Background: an optimization exercise with open tools, aiming at small area. Do not read the settings as production practice. At most, simulation tests tie the RTL to the original design; equivalence was not proved. Function not checked in runs 1 and 8: the RTL went through the layout flow alone. Power figures rest on the tool's default switching activity, not on a simulated workload.

===== flow/design.v =====
package cfu_mac_pkg;
  typedef enum logic [2:0] {
    OP_NOP  = 3'd0,
    OP_MAC  = 3'd1,
    OP_MACU = 3'd2,
    OP_RDL  = 3'd3,
    OP_RDH  = 3'd4,
    OP_CLR  = 3'd5,
    OP_WR   = 3'd6,
    OP_RSVD = 3'd7
  } op_e;
  typedef enum logic [1:0] {
    StIdle,
    StBusy,
    StDone
  } state_e;
  localparam int unsigned CtrlOpLsb  = 0;
  localparam int unsigned CtrlOpW    = 3;
  localparam int unsigned CtrlIdxLsb = 3;
  localparam int unsigned CtrlIdxW   = 5;
endpackage
module cfu_mac_mul_iter (
  input  logic [32:0] win_i,      
  input  logic [31:0] mcand_i,    
  input  logic        msign_i,    
  input  logic        nz_i,       
  input  logic        neg_i,      
  input  logic [1:0]  pend_i,     
  input  logic        top_i,      
  output logic [32:0] win_o,      
  output logic [1:0]  pend_o      
);
  localparam int W = 36;   
  logic [2:0]   z_hi, q;
  logic [W-1:0] x, y, p, g, c, s;
  logic [W/4:0] cb;
  assign z_hi = {3{nz_i & (msign_i ^ neg_i)}};
  assign q    = z_hi + {pend_i[1], pend_i} + {2'b00, top_i};
  assign x = {3'b000, win_i};
  assign y = {q[2], q, {32{nz_i}} & (mcand_i ^ {32{neg_i}})};
  assign p = x ^ y;
  assign g = x & y;
  assign cb[0] = neg_i;
  for (genvar k = 0; k < W / 4; k++) begin : g_blk
    logic gb, pb;
    assign gb = g[4*k+3] | (p[4*k+3] & g[4*k+2]) | (p[4*k+3] & p[4*k+2] & g[4*k+1]) |
                (p[4*k+3] & p[4*k+2] & p[4*k+1] & g[4*k]);
    assign pb = &p[4*k+3:4*k];
    assign cb[k+1] = gb | (pb & cb[k]);
    assign c[4*k]   = cb[k];
    assign c[4*k+1] = g[4*k] | (p[4*k] & cb[k]);
    assign c[4*k+2] = g[4*k+1] | (p[4*k+1] & g[4*k]) | (p[4*k+1] & p[4*k] & cb[k]);
    assign c[4*k+3] = g[4*k+2] | (p[4*k+2] & g[4*k+1]) | (p[4*k+2] & p[4*k+1] & g[4*k]) |
                      (p[4*k+2] & p[4*k+1] & p[4*k] & cb[k]);
  end
  assign s = p ^ c;
  assign win_o  = s[32:0];
  assign pend_o = s[34:33];
endmodule
module cfu_mac #(
  parameter int unsigned XLEN    = 32,
  parameter int unsigned NUM_ACC = 4,
  parameter int unsigned MUL_BPC = 4,
  parameter int unsigned CTRL_W  = 8
) (
  input  logic              clk_i,
  input  logic              rst_ni,
  input  logic              stall_i,
  input  logic              valid_i,
  input  logic [CTRL_W-1:0] cfu_ctrl_i,
  input  logic [XLEN-1:0]   src1_i,
  input  logic [XLEN-1:0]   src2_i,
  output logic              stall_o,
  output logic [XLEN-1:0]   rslt_o
);
  logic [2:0]  op;
  logic [1:0]  idx;
  logic        is_mac, is_macu, is_rdl, is_rdh, is_clr, is_wr;
  logic        multi, last, step;
  logic [5:0]  cnt_q;
  logic [1:0]  pend_q, pend_new;
  logic [3:0]  zero_q;
  logic [63:0] acc_q [4];
  logic [3:0]  sel, sel_lo, sel_top, sel_hi;
  logic [32:0] win_m, win_new;
  logic [31:0] hi_rd;
  logic        bit_b, bit_nx_q, nz, neg, top;
  logic        unused;
  assign op  = cfu_ctrl_i[2:0];
  assign idx = cfu_ctrl_i[4:3];
  assign unused = ^{cfu_ctrl_i[7:5]};
  assign is_mac  = (op == 3'd1);
  assign is_macu = (op == 3'd2);
  assign is_rdl  = (op == 3'd3);
  assign is_rdh  = (op == 3'd4);
  assign is_clr  = (op == 3'd5);
  assign is_wr   = (op == 3'd6);
  assign multi   = is_mac | is_macu | is_rdl | is_clr | is_wr;
  assign last    = (cnt_q == 6'd63);
  assign step    = valid_i && multi && !(last && stall_i);
  assign stall_o = multi && !last;
  for (genvar k = 0; k < 4; k++) begin : g_sel
    logic clean;
    assign clean      = zero_q[k] | is_wr;
    assign sel[k]     = (idx == 2'(k));
    assign sel_lo[k]  = sel[k] && !(clean && cnt_q == 6'd0);
    assign sel_top[k] = sel[k] && !(clean && !cnt_q[5]);
    assign sel_hi[k]  = sel[k] && is_rdh && !zero_q[k];
  end
  always_comb begin
    win_m = '0;
    hi_rd = '0;
    for (int k = 0; k < 4; k++) begin
      win_m = win_m | ({sel_top[k], {32{sel_lo[k]}}} & acc_q[k][32:0]);
      hi_rd = hi_rd | ({32{sel_hi[k]}} & acc_q[k][63:32]);
    end
  end
  assign bit_b = (cnt_q == 6'd0) ? src2_i[0] : bit_nx_q;
  assign nz  = ((is_mac | is_macu) && !cnt_q[5] && bit_b) || (is_wr && cnt_q == 6'd0);
  assign neg = is_mac && (cnt_q == 6'd31) && bit_b;
  assign top = is_wr && !cnt_q[5] && bit_b;
  cfu_mac_mul_iter u_step (
    .win_i   (win_m),
    .mcand_i (src1_i),
    .msign_i (is_mac && src1_i[31]),
    .nz_i    (nz),
    .neg_i   (neg),
    .pend_i  (pend_q),
    .top_i   (top),
    .win_o   (win_new),
    .pend_o  (pend_new)
  );
  always_ff @(posedge clk_i or negedge rst_ni) begin
    if (!rst_ni) begin
      cnt_q  <= '0;
      pend_q <= '0;
      bit_nx_q <= 1'b0;
      zero_q <= '1;
    end else begin
      if (step) begin
        cnt_q <= cnt_q + 6'd1;
      end
      pend_q <= (step && cnt_q < 6'd31) ? pend_new : 2'b00;
      bit_nx_q <= src2_i[5'(cnt_q[4:0] + 5'd1)];
      if (step && cnt_q == 6'd31) begin
        zero_q[idx] <= 1'b0;
      end
      if (step && last && is_clr) begin
        zero_q[idx] <= 1'b1;
      end
    end
  end
  for (genvar k = 0; k < 4; k++) begin : g_acc
    always_ff @(posedge clk_i) begin
      if (step && sel[k]) begin
        acc_q[k] <= {win_new[0], acc_q[k][63:33], win_new[32:1]};
      end
    end
  end
  assign rslt_o = (win_m[32:1] & {32{is_mac | is_macu | is_rdl | is_clr}}) | hi_rd;
endmodule

===== flow/flow/run.sh =====
#!/bin/bash
# The standard layout (standard.sh), with two changes:
#  - synthesis maps the logic with an area-oriented ABC script (flow/synth.tcl)
#    and leaves adders to ABC instead of mapping them to full-adder cells;
#  - the port buffers are sky130_fd_sc_hd__buf_1 cells.
set -euo pipefail
here=$(pwd)
export MY_ABC_SCRIPT=$here/flow/abc_area.script
bash standard.sh SYNTH_SCRIPT=$here/flow/synth.tcl ADDER_MAP_FILE= \
  "BUFFER_PORTS_ARGS=-buffer_cell sky130_fd_sc_hd__buf_1" finish > $here/flow_make.log 2>&1

===== flow/flow/abc_area.script =====
&get -n
&st
&dc2
&dch -f
&nf -R 1000 -p -F 8 -A 4
&put

===== flow/flow/synth.tcl =====
proc synth {args} { yosys synth -nofsm -noshare {*}$args }
proc abc {args} {
  set i [lsearch -exact $args -script]
  if {$i >= 0 && [info exists ::env(MY_ABC_SCRIPT)]} { lset args [expr {$i+1}] $::env(MY_ABC_SCRIPT) }
  yosys abc {*}$args
}
source $::env(SCRIPTS_DIR)/synth.tcl
# left out here: clear keep_hierarchy, flatten, clean up, hide names made inside functions, write 1_2_yosys.v

===== flow/standard.sh =====
#!/bin/bash
# synth_recipe.tcl (not shown) runs the flow's synth.tcl, then flattens the netlist and writes it again
# the make line also repeats each setting of config.mk as NAME=value (left out here)
make -C /OpenROAD-flow-scripts/flow DESIGN_CONFIG=/design/flow/config.mk WORK_HOME=/design/flow/orfs CLKGATE_MAP_FILE= SYNTH_SCRIPT=/design/flow/synth_recipe.tcl "${@:-finish}"

===== flow/config.mk =====
export PLATFORM = sky130hd
export DESIGN_NAME = cfu_mac
export DESIGN_NICKNAME = cfu_mac
export VERILOG_FILES = /design/flow/design.v
export SDC_FILE = /design/flow/constraint.sdc
export NUM_CORES = 4
export LEC_CHECK = 0
export CAP_MARGIN = 20
export CORE_MARGIN = 2
export CORE_UTILIZATION = 60
export CTS_BUF_LIST = sky130_fd_sc_hd__clkbuf_16
export CTS_CLUSTER_DIAMETER = 80
export CTS_CLUSTER_SIZE = 25
export SLEW_MARGIN = 20

===== flow/constraint.sdc =====
create_clock -name core_clock -period 10.0 [get_ports {clk_i}]
set_input_delay 2.0000 -clock core_clock [delete_from_list [all_inputs] [get_ports {clk_i}]]
set_output_delay 2.0000 -clock core_clock [all_outputs]
set_load 0.01 [all_outputs]

==> results of run 1 <==
synth_stat cells, types with 4 or more instances:
master / n / share of area
a22oi_1: 37 / 0.024
o31ai_1: 4 / 0.0026
and3_1: 4 / 0.0022
nand2_1: 140 / 0.046
nand3_1: 37 / 0.016
dfstp_2: 4 / 0.0091
a222oi_1: 48 / 0.042
xnor2_1: 55 / 0.042
nor2_1: 58 / 0.019
nand2b_1: 13 / 0.0070
a21boi_0: 6 / 0.0039
o21ai_0: 37 / 0.016
a21oi_1: 17 / 0.0074
dfrtp_1: 9 / 0.020
xor2_1: 40 / 0.030
nor3_1: 12 / 0.0052
maj3_1: 14 / 0.012
a221oi_1: 4 / 0.0030
edfxtp_1: 256 / 0.67
clkinv_1: 16 / 0.0052
final timing paths:
check / slack [ns] / to / depth (start not counted) / from
max in group asynchronous: 8.03 / cnt_q[5] / 1 / rst_ni
min: 0.44 / acc_q[3][42] / 0 / acc_q[3][43]
min reg2reg: 0.44 / acc_q[3][42] / 0 / acc_q[3][43]
min in group asynchronous: 1.53 / bit_nx_q / 1 / rst_ni
max reg2reg: 0.69 / pend_q[0] / 43 / cnt_q[0]
max: 0.44 / pend_q[0] / 40 / cfu_ctrl_i[2]
worst max-delay path: cells and delay by family:
kind / cells / cell delay (ns)
and+or+nand+nor: 11 / 1.63
buffers and inverters: 2 / 0.23
AOI/OAI and AO/OA: 17 / 2.86
adders and majority gates: 9 / 3.02
xor gates and xnor gates: 1 / 0.13
power by group through the flow:
stage | Clock [mW] | Combinational [mW] | Sequential (mW)
after global placement | 0 | 0.454 | 1.40
after global routing | 0.676 | 0.528 | 1.38
after floorplan | 0 | 0.311 | 1.39
after detailed placement | 0 | 0.472 | 1.40
final | 0.628 | 0.479 | 1.38
after CTS | 0.636 | 0.475 | 1.38
metal layers:
layer,up-vias,share of wire
li1,3639,-
met3,44,0.065
met1,3792,0.42
met4,0,0.025
met5,-,0
met2,317,0.49
layout make-up:
class                      instances  share of cell area
multi-input combinational        559               0.276
clock buffer                      15              0.0282
inverter                          16             0.00460
timing repair buffer             165              0.0634
tap                              234              0.0220
sequential                       269               0.602
clock inverter                     8             0.00394
through the flow:
| stage | worst slack, ns | hold WS [ns] | cell area [µm²] | utilization | instances |
|---|---|---|---|---|---|
| detailed placement | -0.128 | 0.434 | 12900 | 0.685 | 1243 |
| global placement | -0.0127 | 0.428 | 12900 | 0.685 | 1243 |
| global route | -0.0499 | 0.447 | 13300 | 0.710 | 1266 |
| floorplan | -0.778 | 0.425 | 11600 | - | 844 |
| CTS | 0.333 | 0.444 | 13300 | 0.708 | 1266 |
| finish | 0.438 | 0.444 | 13300 | 0.710 | 1266 |
registers in the layout, indices dropped and copies added (netlist names):
register / cells
acc_q: 256
cnt_q: 6
zero_q: 4
pend_q: 2
bit_nx_q: 1
cell families after synthesis:
kind of cell,synth area share
simple gates,0.103
flops,0.695
compound gates,0.112
xor+xnor,0.0721
buf+inv,0.00520
fa+ha+maj,0.0121
mux,0.00184
==> run_results.csv, run 1 <==
group,metric,value,unit
status,outcome,"finished clean",
floorplan,ioPinCount,109,
floorplan,die_width,143,µm
pwr,leakage,4.41,nW
yosys,synth_nets,920,
pwr,ir_drop,154,µV
worst_setup_path,crit_required,10.39,ns
pwr,pwr-share-comb,0.193,
sta,finalCritPeriodShare,0.956,
sta,worstMarginPinSlew,1.12,ns
clocking,postCtsSetupBuffers,0,
final_layout,drive_above_1_share,0.123,
place,portBuffers,105,
pwr,pwr-share-seq,0.554,
sta,finalHoldViolations,0,
grt,use_met3,0.0298,
grt,grt_pass1_wl,42100,µm
pwr,cellPowerDensity,186,nW/µm²
pwr,intPower,1.80,mW
pwr,p_sw,688,µW
grt,grt_pass1_vias,7773,
clocking,clock_path_buffers,3,
yosys,async_flop_share,0.0483,
grt,grt_util_met1,0.372,
grt,grt-ovfl-total,0,
worst_setup_path,cp_slowest_stage_delay,0.40,ns
routing,vias,7792,
routing,routedWlPerCell,21.7,µm
final_layout,antenna_cells,0,
clocking,htree_num_levels,1,
pwr,power_frac_clock,0.253,
floorplan,num_rows,50,
sta,max_slew_margin,0.245,
final_layout,layout_commonest_cell,"edfxtp_1",
sta,grt_setup_unrepaired,"true",
final_layout,multi_input_area,3680,µm²
clocking,post_cts_hold_buffer_count,0,
final_layout,nets,1102,
worst_setup_path,worstPathArrival,9.95,ns
floorplan,core_area,18800,µm²
clocking,numCtsBuffers,15,
sta,finalClockSkew,0.0213,ns
sta,post-route-min-period,9.56,ns
clocking,cts_tree,"built",
yosys,ys_seq_elements,269,
sta,tns,0,ns
place,place_hpwl,17700,µm
grt,grt_max_degree,65,
final_layout,layout_common_cells,"edfxtp_1, nand2_1, buf_1, buf_4, xnor2_1",
yosys,syn_area,11500,µm²
worst_setup_path,worstSetupPathType,"in2reg",
sta,max_freq,105,MHz
routing,routed_wl,27500,µm
yosys,yosysWarnings,2,
worst_hold_path,min_path_type,"reg2reg",
pwr,finalPower,2.48,mW
clocking,cts_root_buf,"clkbuf_16",
floorplan,die_h,143,µm
final_layout,area_delta_synth_final,15.4,%
grt,grt_use_total,0.272,
yosys,yosysUniqueCellTypes,45,
yosys,synth_edf_count,256,
yosys,avgSynthCellArea,13.7,µm²
yosys,syn_inst,844,
routing,dr.pass1.iters,6,
clocking,clk_latency,0.49,ns
final_layout,fillers,1345,
clocking,clk_pin_slew,0.10,ns
place,globalplace.congestion,0.834,
routing,vias_per_cell,6.15,
grt,antenna_found_initial,0,
routing,drc,0,
pwr,switching_share,0.277,
yosys,synth-seq-area-share,0.695,
worst_setup_path,crit_top_cell,"maj3_2",
worst_setup_path,crit_path_start_kind,"input port",
worst_setup_path,crit_fanout,5,
routing,final_antenna_net_count,0,
grt,grt_use_met2,0.464,
clocking,clkSinkCount,269,
floorplan,start_util,0.615,
clocking,cts_resized,0,
grt,busiest_layer,"met2",
sta,setup_viol,0,
worst_setup_path,cp_slowest_cell,"o32a_1",
sta,slew_violations,0,
flow_run,drv_cap,0,
yosys,synth_top_flop_cell,"edfxtp_1",
floorplan,dieArea,20400,µm²
worst_setup_path,end_kind,"flip-flop",
routing,drt_iter0_drc,692,
final_layout,register_area,8020,µm²
==> inputs of run 2 (changes only) <==
--- a/flow/design.v
+++ b/flow/design.v
@@ -77,5 +77,5 @@
   logic [1:0]  idx;
   logic        is_mac, is_macu, is_rdl, is_rdh, is_clr, is_wr;
-  logic        multi, last, step;
+  logic        multi, last, step, clean;
   logic [5:0]  cnt_q;
   logic [1:0]  pend_q, pend_new;
@@ -100,7 +100,6 @@
   assign step    = valid_i && multi && !(last && stall_i);
   assign stall_o = multi && !last;
+  assign clean = zero_q[idx] | is_wr;
   for (genvar k = 0; k < 4; k++) begin : g_sel
-    logic clean;
-    assign clean      = zero_q[k] | is_wr;
     assign sel[k]     = (idx == 2'(k));
     assign sel_lo[k]  = sel[k] && !(clean && cnt_q == 6'd0);
--- a/flow/config.mk
+++ b/flow/config.mk
@@ -12,3 +12,4 @@
 export CTS_CLUSTER_DIAMETER = 80
 export CTS_CLUSTER_SIZE = 25
+export PLACE_DENSITY = 0.75
 export SLEW_MARGIN = 20
==> run 2 against run 1 <==
Net effect: clock power hardly changed; core utilization down 1.8 points; global-route usage decreased by 1.9 points; non-clock buffer count decreased by 27; maximum frequency is 4.1% higher; first-iteration DRC count up 24%; largest power group unchanged; via count shrank 0.22%; clock skew down 0.0038 ns; worst setup slack improved by 0.38 ns; hold slack better by 0.0097 ns; synthesized cell count decreased by 0.59%; routed wire length decreased by 7.4%.
==> run_results.csv, run 2 <==
group,metric,value,unit
final_layout,instances_no_fill,1231,
sta,finalHoldViolations,0,
place,dpl-instance-area,12500,µm²
yosys,synth.most_common_cell,"edfxtp_1",
routing,dr.pass1.iters,7,
worst_setup_path,crit_path_start_kind,"input port",
yosys,synth_commonest_cells,"edfxtp_1, nand2_1, xnor2_1",
routing,vias_per_cell,6.32,
yosys,synth_edf_count,256,
routing,drt_iter0_drc,860,
grt,antenna_found_initial,0,
grt,grt_use_total,0.253,
worst_hold_path,hold_end,"acc_q[2][36]",
floorplan,core_area,18700,µm²
worst_setup_path,path_buf_inv,2,
sta,finalClockSkew,0.0175,ns
final_layout,layout_common_cells,"edfxtp_1, nand2_1, buf_1, xnor2_1, a22oi_1",
worst_setup_path,worstSetupPathType,"in2reg",
worst_setup_path,rr_endpoint,"pend_q[0]",
yosys,muxShareOfSynthArea,0.00284,
clocking,clkSinkCount,269,
sta,max_freq,109,MHz
yosys,synth_top_area_cell,"edfxtp_1",
routing,vias,7775,
yosys,synth-seq-area-share,0.699,
place,globalplace.congestion,0.818,
worst_setup_path,reg2reg_slack,1.38,ns
flow_run,drv_cap,0,
yosys,synth_nets,915,
routing,routed_wl,25400,µm
routing,drc,0,
grt,grt_pass1_wl,40000,µm
clocking,postCtsSetupBuffers,0,
clocking,clock_path_buffers,3,
sta,worstMarginPinSlew,1.03,ns
pwr,ir_drop,132,µV
floorplan,num_rows,50,
final_layout,postLayoutCoreUtil,0.692,
grt,grt_max_degree,65,
floorplan,die_width,142,µm
sta,setup_viol,0,
grt,grt-ovfl-total,0,
worst_hold_path,min_from,"acc_q[2][37]",
yosys,synth_compound_area_frac,0.127,
worst_setup_path,path_delay_family,"compound AO/OA/AOI/OAI gates",
sta,grt_setup_unrepaired,"false",
worst_setup_path,r2r_cells,40,
sta,slew_violations,0,
yosys,syn_inst,839,
final_layout,antenna_cells,0,
yosys,yosysWarnings,2,
worst_hold_path,whs_path_depth,0,
sta,tns,0,ns
floorplan,ioPinCount,109,
worst_hold_path,min_path_type,"reg2reg",
yosys,yosysUniqueCellTypes,43,
sta,finalCritPeriodShare,0.918,
worst_setup_path,cp_slowest_cell,"maj3_1",
final_layout,area_delta_synth_final,12.9,%
sta,post-route-min-period,9.18,ns
final_layout,fin_area,12900,µm²
final_layout,largest_register_ffs,256,
final_layout,layout_commonest_cell,"edfxtp_1",
clocking,cts_root_buf,"clkbuf_16",
worst_setup_path,crit_top_cell,"nand2_1",
pwr,finalPower,2.45,mW
worst_setup_path,crit_fanout,8,
worst_setup_path,worstPathArrival,9.56,ns
worst_setup_path,crit_required,10.38,ns
pwr,leakage,4.20,nW
worst_setup_path,end_kind,"flip-flop",
clocking,clk_latency,0.49,ns
yosys,synth_top_area_share,0.670,
floorplan,die_h,142,µm
floorplan,dieArea,20200,µm²
yosys,ys_seq_elements,269,
yosys,async_flop_share,0.0483,
yosys,syn_area,11500,µm²
final_layout,reg_top3,"acc_q x256, cnt_q x6, zero_q x4",
yosys,synth_top_flop_cell,"edfxtp_1",
floorplan,start_util,0.613,
place,place_hpwl,16000,µm
status,outcome,"finished clean",
sta,max_slew_margin,0.312,
final_layout,regMostFlops,"acc_q",
pwr,cellPowerDensity,189,nW/µm²
worst_setup_path,crit_cells,40,
worst_setup_path,cp_slowest_stage_delay,0.43,ns
yosys,synth_xor_xnor_area_share,0.0573,
clocking,clk_pin_slew,0.09,ns
grt,grt_pass1_vias,7713,
yosys,avgSynthCellArea,13.7,µm²
routing,final_antenna_net_count,0,
yosys,synth_fa_ha_area_frac,0.00785,
routing,routedWlPerCell,20.6,µm
clocking,cts_tree,"built",
worst_setup_path,r2r_start,"cnt_q[1]",
yosys,synthSimpleGateAreaFrac,0.103,
place,portBuffers,105,
final_layout,nets,1070,
final_layout,drive_above_1_share,0.0792,
yosys,ys_top_cells_by_area,"edfxtp_1, nand2_1, xnor2_1",
clocking,numCtsBuffers,15,
place,dp_cells,1211,
yosys,synth_top_family_by_area,"compound AO/OA/AOI/OAI gates",
clocking,htree_num_levels,1,
worst_setup_path,crit_path_start,"cfu_ctrl_i[4]",
run 2: how the worst max path moves through the flow:
stage	to	slack [ns]
finish	pend_q[0]	0.82
global route	pend_q[0]	0.06
CTS	pend_q[0]	0.1
detailed placement	pend_q[0]	-0.34
global placement	acc_q[0][30]	-0.13
floorplan	acc_q[0][30]	0.28
run 2: worst register-to-register path, delay by kind of cell, from the launching register on:
| family | cells | cell delay (ns) |
|---|---|---|
| simple gates | 17 | 2.74 |
| xor+xnor | 1 | 0.26 |
| flops | 1 | 0.37 |
| compound gates | 17 | 3.21 |
| buf+inv | 2 | 0.66 |
| fa+ha+maj | 3 | 1.27 |
run 2: final cells by class:
class / count / area, µm²
tap: 234 / 293
clock inverter: 5 / 41.3
inverter: 9 / 33.8
multi-input combinational: 561 / 3550
sequential: 269 / 8020
timing repair buffer: 138 / 643
fill: 1308 / 5760
clock buffer: 15 / 375
run 2: per-layer routing:
layer / up-vias / track usage / wire (µm) / share of wire
met1: 3827 / 0.359 / 11100 / 0.44
met2: 312 / 0.424 / 12200 / 0.48
li1: 3595 / - / - / -
met4: 0 / 0.0647 / 489 / 0.019
met5: - / 0 / 0 / 0
met3: 41 / 0.0320 / 1640 / 0.064
run 2: repair_timing:
item                       in CTS  in global routing
hold endpoints to repair        0                  0
resized for setup               0                 10
hold buffers                    0                  0
setup endpoints to repair       0                 22
run 2: kinds of logic (layout without fill, tap and decap cells):
family | Yosys count | after routing
simple gates | 271 | 271
compound gates | 204 | 204
buf+inv | 9 | 167
flops | 269 | 269
fa+ha+maj | 9 | 9
xor+xnor | 75 | 75
mux | 2 | 2
run 2: power by group:
part	switching (mW)	internal, mW	leakage [nW]	total [mW]
registers	0.0232	1.34	2.49	1.36
clock network	0.347	0.279	0.200	0.626
logic	0.304	0.162	1.51	0.466
total	0.674	1.78	4.20	2.45
run 2: metrics by stage:
step	setup slack, ns	hold slack, ns
after floorplan	0.277	0.425
after global placement	-0.129	0.428
after detailed placement	-0.336	0.432
after CTS	0.0986	0.455
after global routing	0.0610	0.467
final	0.818	0.453
==> inputs of run 3 (changes only) <==
--- a/flow/config.mk
+++ b/flow/config.mk
@@ -8,8 +8,7 @@
 export CAP_MARGIN = 20
 export CORE_MARGIN = 2
-export CORE_UTILIZATION = 60
+export CORE_UTILIZATION = 65
 export CTS_BUF_LIST = sky130_fd_sc_hd__clkbuf_16
 export CTS_CLUSTER_DIAMETER = 80
 export CTS_CLUSTER_SIZE = 25
-export PLACE_DENSITY = 0.75
 export SLEW_MARGIN = 20
==> run 3 against run 2 <==
Net effect: sequential share of layout area fell by 0.20 points; still clean; sequential cell count is the same; worst setup slack got worse by 0.21 ns; critical path type unchanged; power rose by 0.63%; first-iteration DRC count fell by 24%; largest power group unchanged; count of clock-buffer cells in the layout stayed put.
==> run_results.csv, run 3 <==
group,metric,value,unit
status,outcome,"finished clean",
final_layout,layout_common_cells,"edfxtp_1, nand2_1, buf_1, xnor2_1, a22oi_1",
pwr,pwr-share-comb,0.195,
clocking,clock_path_buffers,3,
floorplan,num_rows,48,
routing,routedWlPerCell,21.5,µm
sta,setup_viol,0,
worst_setup_path,r2r_cells,42,
sta,finalHoldViolations,0,
floorplan,die_width,137,µm
grt,grt_use_met2,0.457,
grt,grt_max_degree,65,
place,globalplace.congestion,0.812,
yosys,yosysWarnings,2,
final_layout,reg_top3,"acc_q x256, cnt_q x6, zero_q x4",
yosys,synth_top_area_cell,"edfxtp_1",
yosys,synth_edf_count,256,
final_layout,nets,1073,
yosys,synth_nets,915,
worst_setup_path,reg2reg_slack,1.33,ns
grt,grt_use_total,0.280,
worst_setup_path,crit_path_start,"cfu_ctrl_i[0]",
pwr,switching_share,0.277,
routing,drc,0,
yosys,syn_inst,839,
final_layout,largest_register_ffs,256,
sta,max_freq,107,MHz
grt,use_met3,0.0385,
yosys,synth_top_flop_cell,"edfxtp_1",
final_layout,postLayoutCoreUtil,0.751,
sta,finalClockSkew,0.0226,ns
routing,routed_wl,26400,µm
grt,busiest_layer,"met2",
floorplan,core_area,17300,µm²
clocking,numCtsBuffers,15,
pwr,power_frac_clock,0.253,
pwr,cellPowerDensity,190,nW/µm²
yosys,synth-seq-area-share,0.699,
routing,final_antenna_net_count,0,
pwr,pwr-share-seq,0.552,
routing,drt_iter0_drc,652,
sta,post-route-min-period,9.39,ns
worst_setup_path,rr_endpoint,"pend_q[1]",
final_layout,layout_commonest_cell,"edfxtp_1",
sta,max_slew_margin,0.333,
grt,antenna_found_initial,0,
final_layout,instances_no_fill,1226,
floorplan,die_h,137,µm
clocking,cts_root_buf,"clkbuf_16",
final_layout,area_delta_synth_final,13.3,%
sta,tns,0,ns
pwr,intPower,1.78,mW
yosys,syn_area,11500,µm²
floorplan,ioPinCount,109,
final_layout,antenna_cells,0,
place,post-place-ws,-0.204,ns
pwr,leakage,4.25,nW
worst_hold_path,min_path_type,"reg2reg",
sta,finalCritPeriodShare,0.939,
clocking,clk_pin_slew,0.10,ns
grt,grt-ovfl-total,0,
pwr,p_sw,684,µW
worst_setup_path,crit_fanout,7,
place,place_hpwl,16600,µm
grt,grt_util_met1,0.398,
clocking,clk_latency,0.50,ns
pwr,ir_drop,146,µV
routing,dr.pass1.iters,8,
final_layout,register_area,8020,µm²
worst_setup_path,cp_slowest_stage_delay,0.40,ns
worst_hold_path,whs_path_depth,0,
final_layout,multi_input_area,3560,µm²
worst_setup_path,cp_slowest_cell,"maj3_1",
sta,slew_violations,0,
sta,timing.final.ws_setup,0.611,ns
yosys,ys_seq_elements,269,
floorplan,start_util,0.663,
clocking,clkSinkCount,269,
yosys,synth_commonest_cells,"edfxtp_1, nand2_1, xnor2_1",
yosys,avgSynthCellArea,13.7,µm²
grt,grt_pass1_wl,40400,µm
worst_setup_path,crit_required,10.40,ns
sta,worstMarginPinSlew,1.00,ns
floorplan,dieArea,18700,µm²
yosys,synth.most_common_cell,"edfxtp_1",
final_layout,fillers,1142,
yosys,async_flop_share,0.0483,
final_layout,regMostFlops,"acc_q",
worst_hold_path,hold_end,"acc_q[1][35]",
routing,vias_per_cell,6.50,
place,portBuffers,105,
flow_run,drv_cap,0,
worst_setup_path,crit_top_cell,"nand2_1",
worst_setup_path,end_kind,"flip-flop",
final_layout,drive_above_1_share,0.0809,
clocking,cts_tree,"built",
place,dp_cells,1202,
worst_hold_path,min_from,"acc_q[1][36]",
yosys,ys_top_cells_by_area,"edfxtp_1, nand2_1, xnor2_1",
worst_setup_path,r2r_start,"cnt_q[0]",
clocking,htree_num_levels,1,
worst_setup_path,worstPathArrival,9.79,ns
worst_setup_path,worstSetupPathType,"in2reg",
grt,grt_pass1_vias,7887,
yosys,synth_top_area_share,0.670,
worst_setup_path,crit_path_start_kind,"input port",
routing,vias,7967,
yosys,yosysUniqueCellTypes,43,
## run 3: cell counts after synthesis
Identical to the previous run, type by type.
## run 3: power groups by stage
| stage | Combinational [mW] | Sequential (mW) | Clock (mW) |
|---|---|---|---|
| 3_3_place_gp | 0.440 | 1.38 | 0 |
| 2_1_floorplan | 0.326 | 1.38 | 0 |
| 5_1_grt | 0.526 | 1.37 | 0.668 |
| 4_1_cts | 0.466 | 1.36 | 0.632 |
| 3_5_place_dp | 0.462 | 1.39 | 0 |
| 6_report | 0.481 | 1.36 | 0.625 |
## run 3: cell families (layout without fill, tap and decap cells)
| group | Yosys count | after routing | synth area share |
|---|---|---|---|
| xor+xnor | 75 | 75 | 0.0573 |
| mux | 2 | 2 | 0.00284 |
| buf+inv | 9 | 171 | 0.00294 |
| compound gates | 204 | 204 | 0.127 |
| flops | 269 | 269 | 0.699 |
| simple gates | 271 | 271 | 0.103 |
| fa+ha+maj | 9 | 9 | 0.00785 |
## run 3: layer usage
metal	vias to the layer above	routed length [µm]	share of wire
met4	0	501	0.019
li1	3607	-	-
met3	50	2470	0.093
met1	3889	10800	0.41
met5	-	0	0
met2	421	12600	0.48
## run 3: worst max-delay path by stage
stage	end	slack (ns)
after global routing	pend_q[0]	-0.06
final	pend_q[0]	0.61
after detailed placement	pend_q[0]	-0.20
after global placement	pend_q[0]	0.04
after CTS	pend_q[0]	0.18
after floorplan	acc_q[0][30]	0.28
## run 3: metrics by stage
step	total power, mW	hold slack [ns]	instance area [µm²]
floorplan	1.71	0.425	11500
global placement	1.82	0.429	12500
detailed placement	1.85	0.433	12500
CTS	2.46	0.441	12900
global route	2.56	0.461	13000
finish	2.47	0.437	13000
## run 3: what timing repair did
action / CTS / global route
setup endpoints to repair: 0 / 18
buffers inserted: 0 / 3
resized for setup: 0 / 11
hold buffers: 0 / 0
## run 3: cell type report
class | instances | share of cell area
Inverter | 9 | 0.00260
Timing Repair Buffer | 141 | 0.0521
Clock inverter | 6 | 0.00376
Tap cell | 225 | 0.0217
Multi-Input combinational cell | 561 | 0.274
Clock buffer | 15 | 0.0289
Sequential cell | 269 | 0.617
## run 3: critical path, delay by kind of cell
family                   cells  cell delay, ns
buffers and inverters        4            0.67
AO/OA/AOI/OAI               18            3.47
adder cells (fa/ha/maj)      3            1.20
XOR/XNOR                     1            0.23
AND/OR/NAND/NOR             16            2.18
==> inputs of run 4 (changes only) <==
--- a/flow/config.mk
+++ b/flow/config.mk
@@ -8,5 +8,5 @@
 export CAP_MARGIN = 20
 export CORE_MARGIN = 2
-export CORE_UTILIZATION = 65
+export CORE_UTILIZATION = 60
 export CTS_BUF_LIST = sky130_fd_sc_hd__clkbuf_16
 export CTS_CLUSTER_DIAMETER = 80
==> run 4 against run 3 <==
Net effect: final cell count increased by 0.57%; count of clock-buffer cells in the layout unchanged; largest cell class unchanged; cell area decreased by 0.38%; clock skew decreased by 0.0064 ns.
==> run_results.csv, run 4 <==
group,metric,value,unit
routing,final_antenna_net_count,0,
yosys,async_flop_share,0.0483,
worst_setup_path,end_kind,"flip-flop",
final_layout,fillers,1325,
place,portBuffers,105,
yosys,synth.most_common_cell,"edfxtp_1",
yosys,yosysUniqueCellTypes,43,
worst_setup_path,worstPathArrival,9.69,ns
floorplan,core_area,18700,µm²
clocking,clk_latency,0.49,ns
final_layout,register_area,8020,µm²
pwr,ir_drop,153,µV
yosys,synth_fa_ha_area_frac,0.00785,
yosys,synth_edf_count,256,
worst_setup_path,crit_fanout,6,
sta,max_slew_margin,0.340,
routing,routed_wl,26500,µm
floorplan,die_h,142,µm
floorplan,dieArea,20200,µm²
yosys,ys_seq_elements,269,
final_layout,area_delta_synth_final,12.8,%
clocking,cts_tree,"built",
routing,vias_per_cell,6.31,
yosys,synth_top_family_by_area,"compound AO/OA/AOI/OAI gates",
final_layout,instances_no_fill,1233,
sta,finalHoldViolations,0,
sta,setup_viol,0,
yosys,ys_top_cells_by_area,"edfxtp_1, nand2_1, xnor2_1",
grt,grt_pass1_vias,7741,
clocking,postCtsSetupBuffers,0,
worst_hold_path,min_path_type,"reg2reg",
yosys,syn_area,11500,µm²
yosys,synth_commonest_cells,"edfxtp_1, nand2_1, xnor2_1",
sta,finalClockSkew,0.0162,ns
worst_setup_path,crit_required,10.30,ns
clocking,clock_path_buffers,3,
clocking,cts_root_buf,"clkbuf_16",
routing,drc,0,
pwr,cellPowerDensity,190,nW/µm²
yosys,synth_top_flop_cell,"edfxtp_1",
yosys,synth-seq-area-share,0.699,
status,outcome,"finished clean",
place,dp_cells,1212,
floorplan,die_width,142,µm
yosys,synth_nets,915,
clocking,numCtsBuffers,15,
worst_setup_path,cp_slowest_cell,"maj3_1",
yosys,synth_top_area_cell,"edfxtp_1",
yosys,avgSynthCellArea,13.7,µm²
place,place_hpwl,16400,µm
routing,dr.pass1.iters,8,
worst_setup_path,crit_top_cell,"nand2_1",
floorplan,start_util,0.613,
worst_setup_path,cp_slowest_stage_delay,0.41,ns
grt,grt_use_total,0.261,
sta,worstMarginPinSlew,0.990,ns
routing,drt_iter0_drc,773,
sta,max_freq,107,MHz
clocking,htree_num_levels,1,
floorplan,ioPinCount,109,
routing,routedWlPerCell,21.5,µm
flow_run,drv_cap,0,
yosys,synth_xor_xnor_area_share,0.0573,
sta,post-route-min-period,9.39,ns
worst_hold_path,whs_path_depth,0,
final_layout,layout_common_cells,"edfxtp_1, nand2_1, buf_1, xnor2_1, a22oi_1",
grt,grt_pass1_wl,40800,µm
final_layout,nets,1071,
grt,grt-ovfl-total,0,
yosys,muxShareOfSynthArea,0.00284,
pwr,finalPower,2.46,mW
grt,antenna_found_initial,0,
final_layout,multi_input_area,3530,µm²
yosys,synthSimpleGateAreaFrac,0.103,
grt,grt_max_degree,65,
routing,vias,7782,
sta,tns,0,ns
sta,grt_setup_unrepaired,"false",
clocking,clkSinkCount,269,
final_layout,largest_register_ffs,256,
clocking,clk_pin_slew,0.10,ns
sta,slew_violations,0,
final_layout,drive_above_1_share,0.0771,
place,globalplace.congestion,0.827,
final_layout,regMostFlops,"acc_q",
sta,holdWs,0.455,ns
pwr,leakage,4.22,nW
final_layout,antenna_cells,0,
yosys,synth_top_area_share,0.670,
final_layout,layout_commonest_cell,"edfxtp_1",
yosys,synth_compound_area_frac,0.127,
floorplan,num_rows,50,
yosys,yosysWarnings,2,
final_layout,reg_top3,"acc_q x256, cnt_q x6, zero_q x4",
sta,finalCritPeriodShare,0.939,
worst_setup_path,worstSetupPathType,"in2reg",
worst_setup_path,r2r_cells,39,
yosys,syn_inst,839,
worst_setup_path,crit_path_start_kind,"input port",
==> run 4: cell type report <==
| type | instances | area share |
|---|---|---|
| timing repair buffer | 139 | 0.0503 |
| clock buffer | 15 | 0.0290 |
| tap | 234 | 0.0226 |
| inverter | 9 | 0.00261 |
| multi-input combinational | 561 | 0.273 |
| sequential | 269 | 0.620 |
| clock inverter | 6 | 0.00338 |
==> run 4: cells by family after synthesis <==
group                      count (synthesis)
AOI/OAI and AO/OA                        204
DFF                                      269
buffers and inverters                      9
and+or+nand+nor                          271
adders and majority gates                  9
muxes                                      2
xor gates and xnor gates                  75
==> run 4: per-stage QoR <==
step                area, µm²  worst slack [ns]  utilization
floorplan               11500             0.277            -
CTS                     12900             0.236        0.691
finish                  12900             0.613        0.692
detailed placement      12500            -0.211        0.668
global route            12900           0.00577        0.692
global placement        12500           -0.0839        0.668
==> run 4: path summary, 6_finish.rpt <==
kind	startpoint	to	slack, ns
max	cfu_ctrl_i[4]	acc_q[1][30]	0.61
max in group asynchronous	rst_ni	cnt_q[5]	8.00
min	acc_q[1][63]	acc_q[1][62]	0.45
min reg2reg	acc_q[1][63]	acc_q[1][62]	0.45
min in group asynchronous	rst_ni	pend_q[1]	1.53
max reg2reg	cnt_q[1]	acc_q[1][30]	1.16
==> run 4: worst max-delay path: cells and delay by family <==
family                   cells  cell delay (ns)
AND/OR/NAND/NOR             16             1.89
buffers and inverters        2             0.31
XOR/XNOR                     2             0.54
AO/OA/AOI/OAI               18             3.72
adder cells (fa/ha/maj)      3             1.21
==> run 4: power by group <==
part	internal (mW)	leakage (nW)	switching, mW
logic	0.163	1.52	0.309
registers	1.34	2.49	0.0237
clock network	0.279	0.205	0.349
total	1.78	4.22	0.681
==> run 4: per-layer routing <==
| metal | up-vias | part of all wire | track usage |
|---|---|---|---|
| li1 | 3613 | - | - |
| met1 | 3805 | 0.43 | 0.384 |
| met2 | 328 | 0.46 | 0.417 |
| met3 | 36 | 0.084 | 0.0410 |
| met4 | 0 | 0.016 | 0.0632 |
| met5 | - | 0 | 0 |
==> run 4: repair_timing <==
item / CTS / global route
setup endpoints to repair: 0 / 18
hold buffers: 0 / 0
gates resized for setup: 0 / 6
==> inputs of run 5 (changes only) <==
==> flow/flow/abc_area.script (replaced) <==
&get -n
&st
&dc2
&dch -f
&nf -R 1000 -p -F 8 -A 4 -E 50
&put
==> run 5 against run 4 <==
Net effect: still clean on timing, DRC and antenna; cell area increased by 3.0%; critical path depth did not move; worst setup slack got worse by 0.34 ns; combinational power barely moved; synthesized area shrank 0.51%; non-clock buffer count increased by 30; largest cell class unchanged; largest power group unchanged; highest routed layer unchanged.
==> run_results.csv, run 5 <==
group,metric,value,unit
grt,grt-ovfl-total,0,
worst_setup_path,end_kind,"flip-flop",
routing,vias_per_cell,6.47,
sta,finalHoldViolations,0,
yosys,async_flop_share,0.0483,
yosys,yosysWarnings,2,
worst_setup_path,crit_path_start_kind,"input port",
grt,grt_pass1_vias,7471,
grt,grt_use_total,0.252,
yosys,ys_top_cells_by_area,"edfxtp_1, a22o_1, xnor2_1",
yosys,synth_nets,846,
final_layout,layout_common_cells,"edfxtp_1, buf_1, buf_4, o21ai_0, a22o_1",
final_layout,reg_top3,"acc_q x256, cnt_q x6, zero_q x4",
worst_setup_path,cp_slowest_cell,"o41ai_4",
worst_setup_path,r2r_start,"cnt_q[5]",
place,globalplace.congestion,0.867,
routing,dr.pass1.iters,5,
worst_setup_path,worstSetupPathType,"in2reg",
sta,max_freq,103,MHz
floorplan,die_h,142,µm
yosys,syn_area,11400,µm²
routing,drt_iter0_drc,725,
routing,routedWlPerCell,22.0,µm
floorplan,die_width,142,µm
worst_setup_path,crit_fanout,4,
pwr,ir_drop,158,µV
clocking,cts_tree,"built",
final_layout,layout_commonest_cell,"edfxtp_1",
floorplan,num_rows,50,
clocking,numCtsBuffers,15,
yosys,ys_seq_elements,269,
place,dp_cells,1161,
final_layout,instances_no_fill,1196,
worst_setup_path,crit_path_start,"cfu_ctrl_i[4]",
yosys,synth-seq-area-share,0.703,
sta,post-route-min-period,9.73,ns
grt,grt_pass1_wl,39700,µm
yosys,syn_inst,770,
yosys,synth_top_flop_cell,"edfxtp_1",
sta,max_slew_margin,0.344,
pwr,cellPowerDensity,184,nW/µm²
pwr,leakage,4.22,nW
worst_hold_path,min_path_type,"reg2reg",
sta,finalCritPeriodShare,0.973,
final_layout,postLayoutCoreUtil,0.713,
worst_setup_path,crit_top_cell,"a21boi_2",
status,outcome,"finished clean",
sta,finalClockSkew,0.0199,ns
final_layout,largest_register_ffs,256,
yosys,synth.most_common_cell,"edfxtp_1",
sta,timing.final.ws_setup,0.274,ns
floorplan,start_util,0.610,
clocking,clk_pin_slew,0.10,ns
worst_setup_path,worstPathArrival,9.99,ns
floorplan,core_area,18700,µm²
clocking,clkSinkCount,269,
yosys,avgSynthCellArea,14.8,µm²
floorplan,ioPinCount,109,
yosys,yosysUniqueCellTypes,43,
place,place_hpwl,16200,µm
clocking,clk_latency,0.48,ns
floorplan,dieArea,20100,µm²
yosys,synth_top_area_cell,"edfxtp_1",
final_layout,regMostFlops,"acc_q",
clocking,post_cts_hold_buffer_count,0,
flow_run,drv_cap,0,
yosys,synth_commonest_cells,"edfxtp_1, o21ai_0, a22o_1",
clocking,htree_num_levels,1,
worst_setup_path,crit_required,10.27,ns
place,portBuffers,105,
sta,setup_viol,0,
worst_hold_path,min_from,"acc_q[0][47]",
routing,routed_wl,26300,µm
clocking,clock_path_buffers,3,
yosys,synth_top_area_share,0.674,
routing,drc,0,
place,post-place-ws,-0.281,ns
grt,grt_max_degree,65,
final_layout,drive_above_1_share,0.139,
sta,slew_violations,0,
routing,final_antenna_net_count,0,
grt,antenna_found_initial,1,
yosys,synth_edf_count,256,
routing,vias,7741,
clocking,cts_root_buf,"clkbuf_16",
worst_setup_path,cp_slowest_stage_delay,0.44,ns
final_layout,nets,1032,
final_layout,antenna_cells,0,
final_layout,area_delta_synth_final,16.8,%
sta,worstMarginPinSlew,0.984,ns
run 5: cell families (layout without fill, tap and decap cells):
logic type | count (synthesis) | after routing | share of synthesized area
xor+xnor | 70 | 70 | 0.0537
mux | 2 | 2 | 0.00285
simple gates | 143 | 143 | 0.0594
flops | 269 | 269 | 0.703
fa+ha+maj | 7 | 7 | 0.00614
compound gates | 266 | 266 | 0.171
buf+inv | 13 | 205 | 0.00428
run 5: stage by stage:
step / cell area (µm²) / hold slack, ns / total power [mW] / setup TNS (ns)
global route: 13300 / 0.463 / 2.55 / -0.479
finish: 13300 / 0.449 / 2.45 / 0
global placement: 12700 / 0.428 / 1.81 / -0.0599
floorplan: 11500 / 0.425 / 1.69 / 0
detailed placement: 12700 / 0.433 / 1.83 / -2.30
CTS: 13100 / 0.454 / 2.44 / 0
run 5: critical path, delay by kind of cell:
family / cells / cell delay (ns)
adders and majority gates: 4 / 1.43
buffers and inverters: 3 / 0.49
xor gates and xnor gates: 1 / 0.32
AOI/OAI and AO/OA: 20 / 3.90
and+or+nand+nor: 13 / 1.84
run 5: worst paths after layout:
check,end,depth (start not counted),slack [ns]
setup / recovery,acc_q[0][30],41,0.27
max in group asynchronous,bit_nx_q,1,7.96
hold reg to reg,acc_q[0][46],0,0.45
hold / removal,acc_q[0][46],0,0.45
min in group asynchronous,cnt_q[0],1,1.56
setup reg to reg,acc_q[0][30],37,0.89
run 5: power by group:
part / switching [mW] / total, mW / internal [mW] / leakage (nW)
combinational: 0.297 / 0.473 / 0.176 / 1.51
sequential: 0.0301 / 1.36 / 1.33 / 2.49
clock: 0.341 / 0.621 / 0.280 / 0.221
run 5: final cells by class:
type / count / area [µm²]
multi-input combinational: 488 / 3630
tap: 234 / 293
sequential: 269 / 8020
clock buffer: 15 / 375
timing repair buffer: 169 / 915
fill: 1245 / 5370
inverter: 13 / 48.8
clock inverter: 8 / 53.8
run 5: repair_timing:
item                                    CTS  global route
endpoints found under the setup margin    0            14
buffers inserted                          0            11
resized for setup                         0            32
run 5: per-layer routing:
layer / vias to the layer above / part of all wire / global-route usage
met5: - / 0 / 0
met4: 0 / 0.017 / 0.0684
met3: 42 / 0.065 / 0.0253
met2: 318 / 0.48 / 0.411
met1: 3844 / 0.44 / 0.370
li1: 3537 / - / -
==> inputs of run 6 (changes only) <==
==> flow/flow/abc_area.script (replaced) <==
&get -n
&st
&dc2
&dch -f
&nf -R 1000 -p -F 8 -A 4
&put
--- a/flow/config.mk
+++ b/flow/config.mk
@@ -9,5 +9,5 @@
 export CORE_MARGIN = 2
 export CORE_UTILIZATION = 60
-export CTS_BUF_LIST = sky130_fd_sc_hd__clkbuf_16
+export CTS_BUF_LIST = sky130_fd_sc_hd__clkbuf_8 sky130_fd_sc_hd__clkbuf_16
 export CTS_CLUSTER_DIAMETER = 80
 export CTS_CLUSTER_SIZE = 25
==> run 6 against run 5 <==
Net effect: global-route usage rose by 0.90 points; via count is 0.53% higher; sequential share of layout area is 1.8 points higher; clock power grew 1%; cell area shrank 2.9%; largest power group unchanged; largest cell class unchanged; non-clock buffer count fell by 30.
==> run_results.csv, run 6 <==
group,metric,value,unit
pwr,intPower,1.78,mW
final_layout,instances_no_fill,1233,
worst_setup_path,end_kind,"flip-flop",
pwr,leakage,4.22,nW
grt,grt_max_degree,65,
place,dp_cells,1212,
flow_run,drv_cap,0,
floorplan,core_area,18700,µm²
floorplan,die_width,142,µm
status,outcome,"finished clean",
pwr,ir_drop,153,µV
worst_setup_path,crit_path_end,"acc_q[1][30]",
yosys,ys_seq_elements,269,
yosys,synth_top_area_share,0.670,
clocking,postCtsSetupBuffers,0,
worst_setup_path,cp_slowest_cell,"maj3_1",
yosys,synth-seq-area-share,0.699,
clocking,cts_root_buf,"clkbuf_16",
pwr,cellPowerDensity,190,nW/µm²
worst_setup_path,crit_fanout,6,
worst_hold_path,min_path_type,"reg2reg",
place,portBuffers,105,
grt,grt_pass1_wl,40800,µm
clocking,clk_pin_slew,0.10,ns
floorplan,num_rows,50,
pwr,pwr-share-seq,0.553,
sta,post-route-min-period,9.39,ns
yosys,syn_inst,839,
yosys,synth_commonest_cells,"edfxtp_1, nand2_1, xnor2_1",
floorplan,dieArea,20200,µm²
final_layout,antenna_cells,0,
routing,routedWlPerCell,21.5,µm
floorplan,ioPinCount,109,
pwr,pwr-share-comb,0.192,
clocking,numCtsBuffers,15,
routing,routed_wl,26500,µm
grt,grt-ovfl-total,0,
clocking,cts_tree,"built",
grt,grt_util_met1,0.384,
sta,slew_violations,0,
clocking,clock_path_buffers,3,
pwr,power_frac_clock,0.255,
worst_setup_path,crit_path_start,"cfu_ctrl_i[4]",
routing,dr.pass1.iters,8,
grt,grt_use_met2,0.417,
grt,busiest_layer,"met2",
yosys,async_flop_share,0.0483,
yosys,synth_top_flop_cell,"edfxtp_1",
floorplan,die_h,142,µm
yosys,ys_top_cells_by_area,"edfxtp_1, nand2_1, xnor2_1",
worst_setup_path,cp_slowest_stage_delay,0.41,ns
grt,use_met3,0.0410,
sta,setup_viol,0,
routing,vias,7782,
worst_setup_path,r2r_cells,39,
clocking,htree_num_levels,1,
sta,worstMarginPinSlew,0.990,ns
clocking,clkSinkCount,269,
routing,vias_per_cell,6.31,
routing,final_antenna_net_count,0,
worst_setup_path,crit_path_start_kind,"input port",
floorplan,start_util,0.613,
worst_setup_path,worstSetupPathType,"in2reg",
yosys,synth.most_common_cell,"edfxtp_1",
clocking,clk_latency,0.49,ns
pwr,switching_share,0.277,
yosys,avgSynthCellArea,13.7,µm²
final_layout,reg_top3,"acc_q x256, cnt_q x6, zero_q x4",
grt,grt_use_total,0.261,
final_layout,layout_common_cells,"edfxtp_1, nand2_1, buf_1, xnor2_1, a22oi_1",
yosys,syn_area,11500,µm²
grt,grt_pass1_vias,7741,
final_layout,largest_register_ffs,256,
sta,tns,0,ns
yosys,synth_edf_count,256,
sta,max_freq,107,MHz
worst_setup_path,worstPathArrival,9.69,ns
final_layout,layout_commonest_cell,"edfxtp_1",
yosys,yosysWarnings,2,
worst_setup_path,r2r_start,"cnt_q[1]",
final_layout,regMostFlops,"acc_q",
grt,antenna_found_initial,0,
worst_setup_path,reg2reg_slack,1.16,ns
routing,drc,0,
sta,finalClockSkew,0.0162,ns
yosys,yosysUniqueCellTypes,43,
worst_setup_path,crit_required,10.30,ns
place,globalplace.congestion,0.827,
final_layout,drive_above_1_share,0.0771,
place,place_hpwl,16400,µm
yosys,synth_top_area_cell,"edfxtp_1",
sta,max_slew_margin,0.340,
pwr,p_sw,681,µW
routing,drt_iter0_drc,773,
final_layout,nets,1071,
sta,grt_setup_unrepaired,"false",
sta,finalHoldViolations,0,
final_layout,area_delta_synth_final,12.8,%
sta,finalCritPeriodShare,0.939,
yosys,synth_nets,915,
worst_setup_path,rr_endpoint,"acc_q[1][30]",
worst_setup_path,crit_top_cell,"nand2_1",
## run 6: cell types whose count changed after synthesis, sizes merged, moves of 8 or more
cell    change
a21oi      +13
a221oi     -48
a222oi     +31
a22o       -55
a22oi      +41
nand2      +99
nand3      +32
nor3        -8
o211ai     -11
o21ai      -23
or3        -11
## run 6: routing by layer
layer,vias up,wire [µm]
li1,3613,-
met1,3805,11500
met2,328,12300
met3,36,2220
met4,0,432
met5,-,0
## run 6: timing repair
action / in CTS / in global routing
resized for setup: 0 / 6
endpoints found under the setup margin: 0 / 18
endpoints found under the hold margin: 0 / 0
hold buffers: 0 / 0
## run 6: layout make-up
| cell class | instances | area, µm² |
|---|---|---|
| Clock buffer | 15 | 375 |
| Clock inverter | 6 | 43.8 |
| Fill cell | 1325 | 5760 |
| Inverter | 9 | 33.8 |
| Multi-Input combinational cell | 561 | 3530 |
| Sequential cell | 269 | 8020 |
| Tap cell | 234 | 293 |
| Timing Repair Buffer | 139 | 651 |
## run 6: how the worst min path moves through the flow
| stage | to | cells after the start | slack, ns | startpoint |
|---|---|---|---|---|
| finish | acc_q[1][62] | 0 | 0.45 | acc_q[1][63] |
| global route | acc_q[0][37] | 0 | 0.46 | acc_q[0][38] |
| CTS | acc_q[1][62] | 0 | 0.45 | acc_q[1][63] |
| detailed placement | acc_q[2][36] | 0 | 0.43 | acc_q[2][37] |
| global placement | acc_q[1][62] | 0 | 0.43 | acc_q[1][63] |
| floorplan | acc_q[2][37] | 0 | 0.43 | acc_q[2][38] |
## run 6: power by group through the flow
stage / clock [mW] / sequential (mW) / combinational [mW]
floorplan: 0 / 1.38 / 0.326
global placement: 0 / 1.38 / 0.444
detailed placement: 0 / 1.39 / 0.464
CTS: 0.634 / 1.36 / 0.467
global route: 0.675 / 1.37 / 0.523
finish: 0.628 / 1.36 / 0.471
## run 6: logic make-up (layout without fill, tap and decap cells)
logic type      after synthesis  after routing  share of synthesized area
fa+ha+maj                     9              9                    0.00785
xor+xnor                     75             75                     0.0573
mux                           2              2                    0.00284
flops                       269            269                      0.699
simple gates                271            271                      0.103
buf+inv                       9            169                    0.00294
compound gates              204            204                      0.127
## run 6: worst max-delay path: cells and delay by family
family	cells	cell delay, ns
XOR/XNOR	2	0.54
AND/OR/NAND/NOR	16	1.89
adder cells (fa/ha/maj)	3	1.21
buffers and inverters	2	0.31
AO/OA/AOI/OAI	18	3.72
## run 6: metrics by stage
step / power [mW] / hold slack, ns / worst slack, ns / cell area, µm² / util
2_1_floorplan: 1.71 / 0.425 / 0.277 / 11500 / -
3_3_place_gp: 1.83 / 0.429 / -0.0839 / 12500 / 0.668
3_5_place_dp: 1.85 / 0.433 / -0.211 / 12500 / 0.668
4_1_cts: 2.46 / 0.452 / 0.236 / 12900 / 0.691
5_1_grt: 2.57 / 0.462 / 0.00577 / 12900 / 0.692
6_report: 2.46 / 0.455 / 0.613 / 12900 / 0.692
==> inputs of run 7 (changes only) <==
--- a/flow/config.mk
+++ b/flow/config.mk
@@ -10,5 +10,5 @@
 export CORE_UTILIZATION = 60
 export CTS_BUF_LIST = sky130_fd_sc_hd__clkbuf_8 sky130_fd_sc_hd__clkbuf_16
-export CTS_CLUSTER_DIAMETER = 80
-export CTS_CLUSTER_SIZE = 25
+export CTS_CLUSTER_DIAMETER = 50
+export CTS_CLUSTER_SIZE = 15
 export SLEW_MARGIN = 20
==> run 7 against run 6 <==
Net effect: still clean on timing, DRC and antenna; worst setup slack improved by 0.11 ns; power rose by 13%; synthesized cell count did not move; final cell count rose by 1.9%; synthesized area did not move; combinational power barely moved; clock skew rose by 0.00090 ns; critical path type unchanged; critical endpoint is now pend_q[0].
==> run_results.csv, run 7 <==
group,metric,value,unit
status,outcome,"finished clean",
sta,finalClockSkew,0.0171,ns
worst_setup_path,crit_path_start_kind,"input port",
final_layout,layout_commonest_cell,"edfxtp_1",
yosys,async_flop_share,0.0483,
yosys,syn_area,11500,µm²
worst_setup_path,crit_required,10.43,ns
yosys,ys_seq_elements,269,
pwr,pwr-share-comb,0.171,
yosys,yosysUniqueCellTypes,43,
worst_setup_path,worstPathArrival,9.71,ns
floorplan,ioPinCount,109,
floorplan,die_h,142,µm
place,globalplace.congestion,0.827,
clocking,post_cts_hold_buffer_count,0,
floorplan,dieArea,20200,µm²
yosys,ys_top_cells_by_area,"edfxtp_1, nand2_1, xnor2_1",
routing,drt_iter0_drc,875,
floorplan,core_area,18700,µm²
grt,grt_pass1_wl,41400,µm
yosys,avgSynthCellArea,13.7,µm²
sta,setup_viol,0,
clocking,cts_tree,"built",
clocking,clk_pin_slew,0.06,ns
worst_setup_path,cp_slowest_stage_delay,0.41,ns
yosys,synth-seq-area-share,0.699,
sta,timing.final.ws_setup,0.725,ns
grt,grt_max_degree,65,
sta,post-route-min-period,9.28,ns
floorplan,start_util,0.613,
place,post-place-ws,-0.211,ns
grt,grt_use_total,0.265,
worst_setup_path,worstSetupPathType,"in2reg",
worst_setup_path,cp_slowest_cell,"maj3_1",
final_layout,area_delta_synth_final,16.2,%
yosys,synth_nets,915,
final_layout,regMostFlops,"acc_q",
yosys,synth_edf_count,256,
grt,grt_pass1_vias,7844,
worst_setup_path,crit_top_cell,"nand2_1",
final_layout,fillers,1289,
clocking,htree_num_levels,1,
yosys,synth_top_area_cell,"edfxtp_1",
final_layout,nets,1082,
final_layout,instances_no_fill,1256,
floorplan,num_rows,50,
sta,max_slew_margin,0.329,
final_layout,postLayoutCoreUtil,0.713,
pwr,p_sw,750,µW
yosys,synth.most_common_cell,"edfxtp_1",
clocking,clk_latency,0.53,ns
final_layout,largest_register_ffs,256,
final_layout,reg_top3,"acc_q x256, cnt_q x6, zero_q x4",
final_layout,drive_above_1_share,0.0950,
sta,finalHoldViolations,0,
place,place_hpwl,16400,µm
pwr,ir_drop,138,µV
flow_run,drv_cap,0,
worst_setup_path,crit_fanout,6,
grt,grt-ovfl-total,0,
place,dp_cells,1212,
clocking,numCtsBuffers,26,
routing,vias_per_cell,6.31,
floorplan,die_width,142,µm
routing,dr.pass1.iters,6,
routing,drc,0,
pwr,switching_share,0.271,
pwr,intPower,2.02,mW
final_layout,layout_common_cells,"edfxtp_1, nand2_1, buf_1, xnor2_1, a22oi_1",
routing,vias,7925,
yosys,syn_inst,839,
yosys,synth_top_flop_cell,"edfxtp_1",
pwr,leakage,4.41,nW
grt,antenna_found_initial,1,
routing,routedWlPerCell,21.3,µm
pwr,cellPowerDensity,208,nW/µm²
routing,routed_wl,26800,µm
place,portBuffers,105,
yosys,yosysWarnings,2,
worst_hold_path,min_path_type,"reg2reg",
clocking,clkSinkCount,269,
routing,final_antenna_net_count,0,
sta,worstMarginPinSlew,1.01,ns
clocking,postCtsSetupBuffers,0,
worst_setup_path,end_kind,"flip-flop",
yosys,synth_top_area_share,0.670,
sta,holdWs,0.446,ns
clocking,cts_root_buf,"clkbuf_16",
pwr,pwr-share-seq,0.492,
clocking,cts_resized,0,
sta,slew_violations,0,
pwr,power_frac_clock,0.337,
sta,grt_setup_unrepaired,"false",
clocking,clock_path_buffers,3,
yosys,synth_commonest_cells,"edfxtp_1, nand2_1, xnor2_1",
sta,max_freq,108,MHz
sta,finalCritPeriodShare,0.928,
## run 7: cell types whose count changed in the layout (fill, tap and decap cells not counted), sizes merged
cell      delta
clkbuf      +12
inv          +4
clkinv       +3
clkinvlp     +2
bufinv       +1
diode        +1
## run 7: power by group through the flow
| stage | logic (mW) | clock network, mW | registers, mW |
|---|---|---|---|
| floorplan | 0.326 | 0 | 1.38 |
| global placement | 0.444 | 0 | 1.38 |
| detailed placement | 0.464 | 0 | 1.39 |
| CTS | 0.467 | 0.950 | 1.36 |
| global route | 0.524 | 0.989 | 1.37 |
| finish | 0.473 | 0.935 | 1.36 |
## run 7: final timing paths
check | startpoint | endpoint | slack, ns | cells past startpoint
setup / recovery | cfu_ctrl_i[4] | pend_q[0] | 0.72 | 42
hold / removal | acc_q[2][37] | acc_q[2][36] | 0.45 | 0
setup reg to reg | cnt_q[1] | pend_q[0] | 1.23 | 40
hold reg to reg | acc_q[2][37] | acc_q[2][36] | 0.45 | 0
max in group asynchronous | rst_ni | bit_nx_q | 8.04 | 1
min in group asynchronous | rst_ni | pend_q[1] | 1.50 | 1
## run 7: per-layer routing
layer | vias up | track usage | share of wire
met5 | - | 0 | 0
met4 | 0 | 0.0684 | 0.021
li1 | 3650 | - | -
met2 | 385 | 0.424 | 0.47
met1 | 3840 | 0.384 | 0.42
met3 | 50 | 0.0448 | 0.088
## run 7: critical path, delay by kind of cell
family	cells	cell delay (ns)
AOI/OAI and AO/OA	20	3.99
and+or+nand+nor	16	1.93
adders and majority gates	3	1.21
buffers and inverters	2	0.30
xor gates and xnor gates	1	0.25
## run 7: through the flow
| stage | power [mW] | TNS (ns) | cell area [µm²] |
|---|---|---|---|
| after global placement | 1.83 | -0.505 | 12500 |
| after CTS | 2.78 | 0 | 13300 |
| final | 2.77 | 0 | 13300 |
| after floorplan | 1.71 | 0 | 11500 |
| after global routing | 2.88 | 0 | 13300 |
| after detailed placement | 1.85 | -1.57 | 12500 |
## run 7: area by class of cell
type	count	area [µm²]	area share
Antenna cell	1	2.50	0.000188
Tap cell	234	293	0.0220
Clock inverter	16	134	0.0100
Multi-Input combinational cell	561	3530	0.265
Timing Repair Buffer	139	651	0.0488
Inverter	9	33.8	0.00253
Sequential cell	269	8020	0.601
Clock buffer	27	676	0.0507
## run 7: logic make-up after synthesis
family	share of synthesized area
and+or+nand+nor	0.103
DFF	0.699
AOI/OAI and AO/OA	0.127
xor gates and xnor gates	0.0573
buffers and inverters	0.00294
adders and majority gates	0.00785
muxes	0.00284
==> inputs of run 8 (changes only) <==
--- a/flow/design.v
+++ b/flow/design.v
@@ -85,5 +85,5 @@
   logic [32:0] win_m, win_new;
   logic [31:0] hi_rd;
-  logic        bit_b, bit_nx_q, nz, neg, top;
+  logic        bit_b, nz, neg, top;
   logic        unused;
   assign op  = cfu_ctrl_i[2:0];
@@ -115,5 +115,5 @@
     end
   end
-  assign bit_b = (cnt_q == 6'd0) ? src2_i[0] : bit_nx_q;
+  assign bit_b = src2_i[cnt_q[4:0]];
   assign nz  = ((is_mac | is_macu) && !cnt_q[5] && bit_b) || (is_wr && cnt_q == 6'd0);
   assign neg = is_mac && (cnt_q == 6'd31) && bit_b;
@@ -134,5 +134,4 @@
       cnt_q  <= '0;
       pend_q <= '0;
-      bit_nx_q <= 1'b0;
       zero_q <= '1;
     end else begin
@@ -141,5 +140,4 @@
       end
       pend_q <= (step && cnt_q < 6'd31) ? pend_new : 2'b00;
-      bit_nx_q <= src2_i[5'(cnt_q[4:0] + 5'd1)];
       if (step && cnt_q == 6'd31) begin
         zero_q[idx] <= 1'b0;
--- a/flow/config.mk
+++ b/flow/config.mk
@@ -9,6 +9,6 @@
 export CORE_MARGIN = 2
 export CORE_UTILIZATION = 60
-export CTS_BUF_LIST = sky130_fd_sc_hd__clkbuf_8 sky130_fd_sc_hd__clkbuf_16
-export CTS_CLUSTER_DIAMETER = 50
-export CTS_CLUSTER_SIZE = 15
+export CTS_BUF_LIST = sky130_fd_sc_hd__clkbuf_16
+export CTS_CLUSTER_DIAMETER = 80
+export CTS_CLUSTER_SIZE = 25
 export SLEW_MARGIN = 20
==> run 8 against run 7 <==
Net effect: critical path type unchanged; sequential power about the same; maximum frequency decreased by 6.2%; critical endpoint unchanged; worst setup slack got worse by 0.61 ns; highest routed layer unchanged; via count about the same; sequential share of layout area decreased by 1.7 points; global-route usage grew 0.075 points; power fell by 6.4%; sequential cell count down 1.
==> run_results.csv, run 8 <==
group,metric,value,unit
status,outcome,"finished clean",
grt,grt_pass1_vias,7950,
pwr,pwr-share-seq,0.534,
worst_setup_path,cp_slowest_stage_delay,0.36,ns
final_layout,drive_above_1_share,0.166,
sta,worstMarginPinSlew,1.03,ns
worst_hold_path,min_path_type,"reg2reg",
yosys,async_flop_share,0.0448,
pwr,power_frac_clock,0.241,
yosys,synth-seq-area-share,0.697,
final_layout,largest_register_ffs,256,
yosys,syn_area,11500,µm²
yosys,ys_seq_elements,268,
routing,vias_per_cell,6.18,
sta,post-route-min-period,9.89,ns
clocking,clk_latency,0.49,ns
pwr,ir_drop,147,µV
yosys,synth_edf_count,256,
sta,finalHoldViolations,0,
worst_setup_path,reg2reg_slack,0.68,ns
worst_setup_path,worstPathArrival,10.23,ns
pwr,intPower,1.87,mW
final_layout,area_delta_synth_final,19.2,%
worst_setup_path,worstSetupPathType,"in2reg",
yosys,syn_inst,831,
sta,grt_setup_unrepaired,"true",
worst_setup_path,crit_required,10.35,ns
clocking,clk_pin_slew,0.09,ns
final_layout,postLayoutCoreUtil,0.731,
clocking,clock_path_buffers,3,
routing,dr.pass1.iters,6,
yosys,synth_top_area_share,0.670,
yosys,ys_top_cells_by_area,"edfxtp_1, a222oi_1, nand2_1",
grt,grt-ovfl-total,0,
grt,antenna_found_initial,0,
routing,vias,7930,
place,place_hpwl,17000,µm
final_layout,layout_common_cells,"edfxtp_1, nand2_1, buf_1, buf_4, nor2_1",
final_layout,regMostFlops,"acc_q",
routing,drt_iter0_drc,766,
routing,routed_wl,26800,µm
sta,finalCritPeriodShare,0.989,
worst_setup_path,cp_slowest_cell,"a222oi_1",
worst_setup_path,end_kind,"flip-flop",
yosys,synth.most_common_cell,"edfxtp_1",
routing,drc,0,
pwr,cellPowerDensity,190,nW/µm²
clocking,cts_tree,"built",
sta,finalClockSkew,0.0171,ns
worst_setup_path,crit_top_cell,"a21oi_4",
sta,max_freq,101,MHz
pwr,pwr-share-comb,0.225,
sta,max_slew_margin,0.316,
pwr,finalPower,2.59,mW
pwr,switching_share,0.280,
sta,slew_violations,0,
yosys,synth_commonest_cells,"edfxtp_1, nand2_1, nor2_1",
place,dpl-instance-area,13000,µm²
floorplan,die_h,142,µm
floorplan,core_area,18700,µm²
yosys,avgSynthCellArea,13.8,µm²
pwr,p_sw,727,µW
floorplan,start_util,0.613,
place,portBuffers,105,
place,globalplace.congestion,0.826,
clocking,cts_root_buf,"clkbuf_16",
final_layout,reg_top3,"acc_q x256, cnt_q x6, zero_q x4",
floorplan,ioPinCount,109,
yosys,synth_nets,907,
yosys,synth_top_area_cell,"edfxtp_1",
yosys,synth_top_flop_cell,"edfxtp_1",
-- run 8: power groups by stage --
| stage | Clock, mW | Combinational, mW | Sequential, mW |
|---|---|---|---|
| 2_1_floorplan | 0 | 0.361 | 1.40 |
| 3_3_place_gp | 0 | 0.517 | 1.41 |
| 3_5_place_dp | 0 | 0.539 | 1.41 |
| 4_1_cts | 0.635 | 0.566 | 1.39 |
| 5_1_grt | 0.670 | 0.641 | 1.39 |
| 6_report | 0.625 | 0.583 | 1.39 |
-- run 8: repair_timing --
action	in CTS	in global routing
endpoints found under the setup margin	14	18
pin swaps	20	15
setup buffers	6	7
endpoints found under the hold margin	0	0
hold buffers	0	0
gates resized for setup	12	12
-- run 8: cell type report --
type | count | area [µm²]
Timing Repair Buffer | 198 | 1110
Clock buffer | 15 | 375
Tap cell | 234 | 293
Sequential cell | 268 | 7990
Fill cell | 1284 | 5030
Multi-Input combinational cell | 545 | 3790
Inverter | 18 | 67.6
Clock inverter | 6 | 52.6
-- run 8: through the flow --
stage,worst slack (ns),TNS [ns]
6_report,0.114,0
5_1_grt,-0.280,-3.10
4_1_cts,0.00568,0
3_5_place_dp,-0.705,-11.82
3_3_place_gp,-0.562,-8.71
2_1_floorplan,-0.379,-4.52
-- run 8: worst register-to-register path: cells and delay by family, from the launching register on --
family,cells,cell delay (ns)
and+or+nand+nor,13,3.74
AOI/OAI and AO/OA,22,2.92
DFF,1,0.42
xor gates and xnor gates,2,0.27
adders and majority gates,6,1.85
-- run 8: cell families after synthesis --
kind of cell	Yosys count	share of synthesized area
and+or+nand+nor	272	0.103
DFF	268	0.697
AOI/OAI and AO/OA	168	0.113
xor gates and xnor gates	93	0.0710
buffers and inverters	18	0.00589
adders and majority gates	12	0.0105
-- run 8: worst paths after layout --
check	to	from	cells past startpoint
worst max-delay path	pend_q[0]	src2_i[21]	44
worst min-delay path	acc_q[3][43]	acc_q[3][44]	0
worst max register to register	pend_q[0]	cnt_q[0]	43
worst min register to register	acc_q[3][43]	acc_q[3][44]	0
max in group asynchronous	pend_q[0]	rst_ni	1
min in group asynchronous	cnt_q[4]	rst_ni	1
-- run 8: metal layers --
layer  vias up  track usage  part of all wire
met5         -            0                 0
met4         0       0.0726             0.017
met3        40       0.0357             0.075
met2       326        0.465              0.50
met1      3901        0.353              0.41
li1       3663            -                 -

Check on run 8: ideal ports give 0.114 ns setup slack; a clkbuf_16 on the clock port and buf_2 on the inputs give 0.129 ns; moving port delays by the midpoint clock arrival (0.520 ns) as well gives -0.391 ns.
